This is an optimization exercise on Yosys and OpenROAD, whose aim is small area, a short achievable clock period and few clock cycles per item, not a production implementation.
Where RTL was checked, it was by simulation tests only, not by an equivalence proof against the original.
No activity file was given, so power comes from the tool's default toggle rates.

## the baseline
==> module smf_back, before the edit <==
module smf_back (
    input  logic        clk,
    input  logic        rst_n,
    input  logic [3:0]  window_len,
    input  logic        adv,
    input  logic        a_v,
    input  logic        a_fill,
    input  logic        a_emit,
    input  logic        a_last,
    input  logic [3:0]  a_ws,
    input  logic [15:0] a_y,
    output logic        push,
    output logic [15:0] push_median,
    output logic        push_last
);
    localparam int N = MAX_WINDOW;
    logic [15:0] x_q [N];
    logic [3:0]  r_q [N];
    logic         b_v, b_fill, b_emit, b_last;
    logic [N-1:0] b_sel;
    logic [15:0]  b_y;
    logic [N-1:0] b_le;
    logic         c_v, c_last;
    logic         p_v;
    logic [N-1:0] p_sel;
    logic [3:0]   p_r;
    logic [3:0]   ro_q;
    logic [2:0]   h;
    logic [3:0]   w_m1;
    logic [N-1:0] act;
    logic [N-1:0] a_sel;
    logic [N-1:0] a_c;
    logic         a_cb;
    logic [N-1:0] pend;
    logic [3:0]   r_cur [N];
    logic [N-1:0] dec;
    logic [N-1:0] up;
    logic [N-1:0] dn;
    logic [3:0]   r_upd [N];
    logic [3:0]   r_new;
    logic [3:0]   ro_next;
    logic [15:0]  med;
    assign h    = window_len[3:1];
    assign w_m1 = {window_len[3:1], 1'b0};
    assign a_cb = smf_pkg::slt16(a_y, b_y);
    always_comb
    begin
        for (int i = 0; i < N; i++)
        begin
            act[i]   = (4'(i) <= w_m1);
            a_sel[i] = (a_ws == 4'(i));
            a_c[i]   = (b_v && (b_fill || b_sel[i])) ? a_cb : smf_pkg::slt16(a_y, x_q[i]);
        end
    end
    always_comb
    begin
        pend = p_v ? p_sel : '0;
        for (int i = 0; i < N; i++)
        begin
            r_cur[i] = pend[i] ? p_r : r_q[i];
            dec[i]   = smf_pkg::ugt4(r_cur[i], ro_q);
            up[i]    = ~b_le[i] & ~dec[i];
            dn[i]    = b_le[i] & dec[i];
            r_upd[i] = (b_v && !b_fill) ? smf_pkg::updn4(r_cur[i], up[i], dn[i]) : r_cur[i];
        end
        r_new = smf_pkg::pop15(b_le);
        ro_next = '0;
        for (int i = 0; i < N; i++)
            if (a_sel[i])
                ro_next = ro_next | r_upd[i];
        if (b_v && b_fill)
            ro_next = '0;
    end
    always_ff @(posedge clk or negedge rst_n)
    begin
        if (!rst_n)
        begin
            b_v <= 1'b0;
            c_v <= 1'b0;
            p_v <= 1'b0;
        end
        else if (adv)
        begin
            b_v <= a_v;
            c_v <= b_v && b_emit;
            if (b_v)
                p_v <= !b_fill;
            else
                p_v <= 1'b0;
        end
    end
    always_ff @(posedge clk)
    begin
        if (adv)
        begin
            b_fill <= a_fill;
            b_emit <= a_emit;
            b_last <= a_last;
            b_sel  <= a_sel;
            b_y    <= a_y;
            b_le   <= ~a_c & act & ~a_sel;
            c_last <= b_last;
            p_sel  <= b_sel;
            p_r    <= r_new;
            ro_q   <= ro_next;
        end
    end
    always_ff @(posedge clk)
    begin
        for (int i = 0; i < N; i++)
        begin
            if (adv && b_v && (b_fill || b_sel[i]))
                x_q[i] <= b_y;
            if (adv)
            begin
                if (b_v && b_fill)
                    r_q[i] <= 4'(i);
                else if (!(b_v && b_sel[i]))
                    r_q[i] <= r_upd[i];
            end
        end
    end
    always_comb
    begin
        med = '0;
        for (int i = 0; i < N; i++)
            if (act[i] && (r_cur[i] == {1'b0, h}))
                med = med | x_q[i];
    end
    assign push        = adv && c_v;
    assign push_median = med;
    assign push_last   = c_last;
endmodule
export LEC_CHECK = 0
export CAP_MARGIN = 20
export CORE_MARGIN = 2
export CORE_UTILIZATION = 40
export SLEW_MARGIN = 20
export SETUP_SLACK_MARGIN = 6.8
create_clock -name core_clock -period 10.0 [get_ports {clk}]
standard.sh (not shown) runs the stock make flow with config.mk's settings and CLKGATE_MAP_FILE= SYNTH_SCRIPT=/design/flow/synth_recipe.tcl, a recipe that flattens the netlist after the stock synthesis.
==> flow/flow/run.sh <==
#!/bin/bash
# Standard ORFS layout, with the setup repair aimed at a tighter slack target.
# The clock, the constraints and every step are the standard flow's own (standard.sh); only
# the repair target differs. Each tool's output is kept in a log file here.
set -euo pipefail
cd "$(dirname "$0")/.."
bash standard.sh synth > flow_synth.log 2>&1
margin=$(cat flow/margin.txt)
echo "export SETUP_SLACK_MARGIN = ${margin}" >> config.mk
bash standard.sh > flow_layout.log 2>&1
==> flow/flow/margin.txt <==
6.8
Input-level comparison between the candidate and the baseline:
--- a/flow/design.v
+++ b/flow/design.v
@@ -263,5 +263,8 @@
     logic         a_cb;
     logic [N-1:0] pend;
-    logic [3:0]   r_cur [N];
+    logic [3:0]   p_upd;
+    logic         p_up, p_dn;
+    logic [3:0]   ro_r;
+    logic         ro_le, ro_dn;
     logic [N-1:0] dec;
     logic [N-1:0] up;
@@ -288,17 +291,28 @@
         for (int i = 0; i < N; i++)
         begin
-            r_cur[i] = pend[i] ? p_r : r_q[i];
-            dec[i]   = smf_pkg::ugt4(r_cur[i], ro_q);
+            dec[i]   = smf_pkg::ugt4(r_q[i], ro_q);
             up[i]    = ~b_le[i] & ~dec[i];
             dn[i]    = b_le[i] & dec[i];
-            r_upd[i] = (b_v && !b_fill) ? smf_pkg::updn4(r_cur[i], up[i], dn[i]) : r_cur[i];
+            r_upd[i] = smf_pkg::updn4(r_q[i], up[i], dn[i]);
         end
+        p_up  = |(pend & ~b_le);
+        p_dn  = smf_pkg::ugt4(p_r, ro_q);
+        p_upd = smf_pkg::updn4(p_r, p_up & ~p_dn, p_dn & ~p_up);
         r_new = smf_pkg::pop15(b_le);
-        ro_next = '0;
+        ro_r  = '0;
+        ro_le = 1'b0;
         for (int i = 0; i < N; i++)
             if (a_sel[i])
-                ro_next = ro_next | r_upd[i];
+            begin
+                ro_r  = ro_r | r_q[i];
+                ro_le = ro_le | b_le[i];
+            end
+        ro_dn = smf_pkg::ugt4(ro_r, ro_q);
         if (b_v && b_fill)
             ro_next = '0;
+        else if (b_v)
+            ro_next = smf_pkg::updn4(ro_r, ~ro_le & ~ro_dn, ro_le & ro_dn);
+        else
+            ro_next = ro_r;
     end
     always_ff @(posedge clk or negedge rst_n)
@@ -346,5 +360,9 @@
                 if (b_v && b_fill)
                     r_q[i] <= 4'(i);
-                else if (!(b_v && b_sel[i]))
+                else if (b_v && b_sel[i])
+                    r_q[i] <= r_q[i];
+                else if (pend[i])
+                    r_q[i] <= b_v ? p_upd : p_r;
+                else if (b_v)
                     r_q[i] <= r_upd[i];
             end
@@ -355,5 +373,5 @@
         med = '0;
         for (int i = 0; i < N; i++)
-            if (act[i] && (r_cur[i] == {1'b0, h}))
+            if (act[i] && (pend[i] ? (p_r == {1'b0, h}) : (r_q[i] == {1'b0, h})))
                 med = med | x_q[i];
     end
### Flow results
Per the final summary, the candidate finished and its layout is clean on timing, DRC and antenna. After detailed routing, the baseline needs less wire than the candidate. Post-synthesis share of cell area spent on xor and xnor gates (higher): the candidate. The candidate — sequential fraction of the synthesis area 1.5 points lower, the baseline as reference. Taking the baseline as the reference, in the candidate power went down by 0.000075 W, number of buffer and inverter instances along the worst setup path lost 1.
Testbench counts of the candidate, summed over its fixed seeds: cycles 12,155, items 11,227.
Only the layout flow was run in the baseline; the RTL was not checked for function there.

[separate check: timing with driven ports]
No port has a modelled driver above. Below, the same layouts with a new extraction and two added sets of constraints. Step 1 sets driving cells, clkbuf_16 on the clock port and buf_2 on the other inputs (assumed; they add their load-dependent delay and slew). Step 2 adds t to the input delays and takes it off the output delays; t is the mean of the earliest and latest rising clock arrival at the registers after step 1. Input paths then give back, and output paths get back, about the clock's delay inside the block. Slacks: ideal / step 1 / step 2; pairs: ideal / step 1.
| run | shift t [ns] | setup slack, ns | worst setup path after step 2 | latest minus earliest clock arrival (ns) |
|---|---|---|---|---|
| the baseline | 0.653 | 6.461 / 6.461 / 6.356 | input to register | 0.046 / 0.045 |
| the candidate | 0.679 | 6.643 / 6.643 / 6.337 | input to register | 0.044 / 0.044 |
After both steps setup and hold are still met in every run listed. The setup slack of the candidate, which loses most, moves by 0.000 ns with the drivers and by -0.306 ns with both steps.
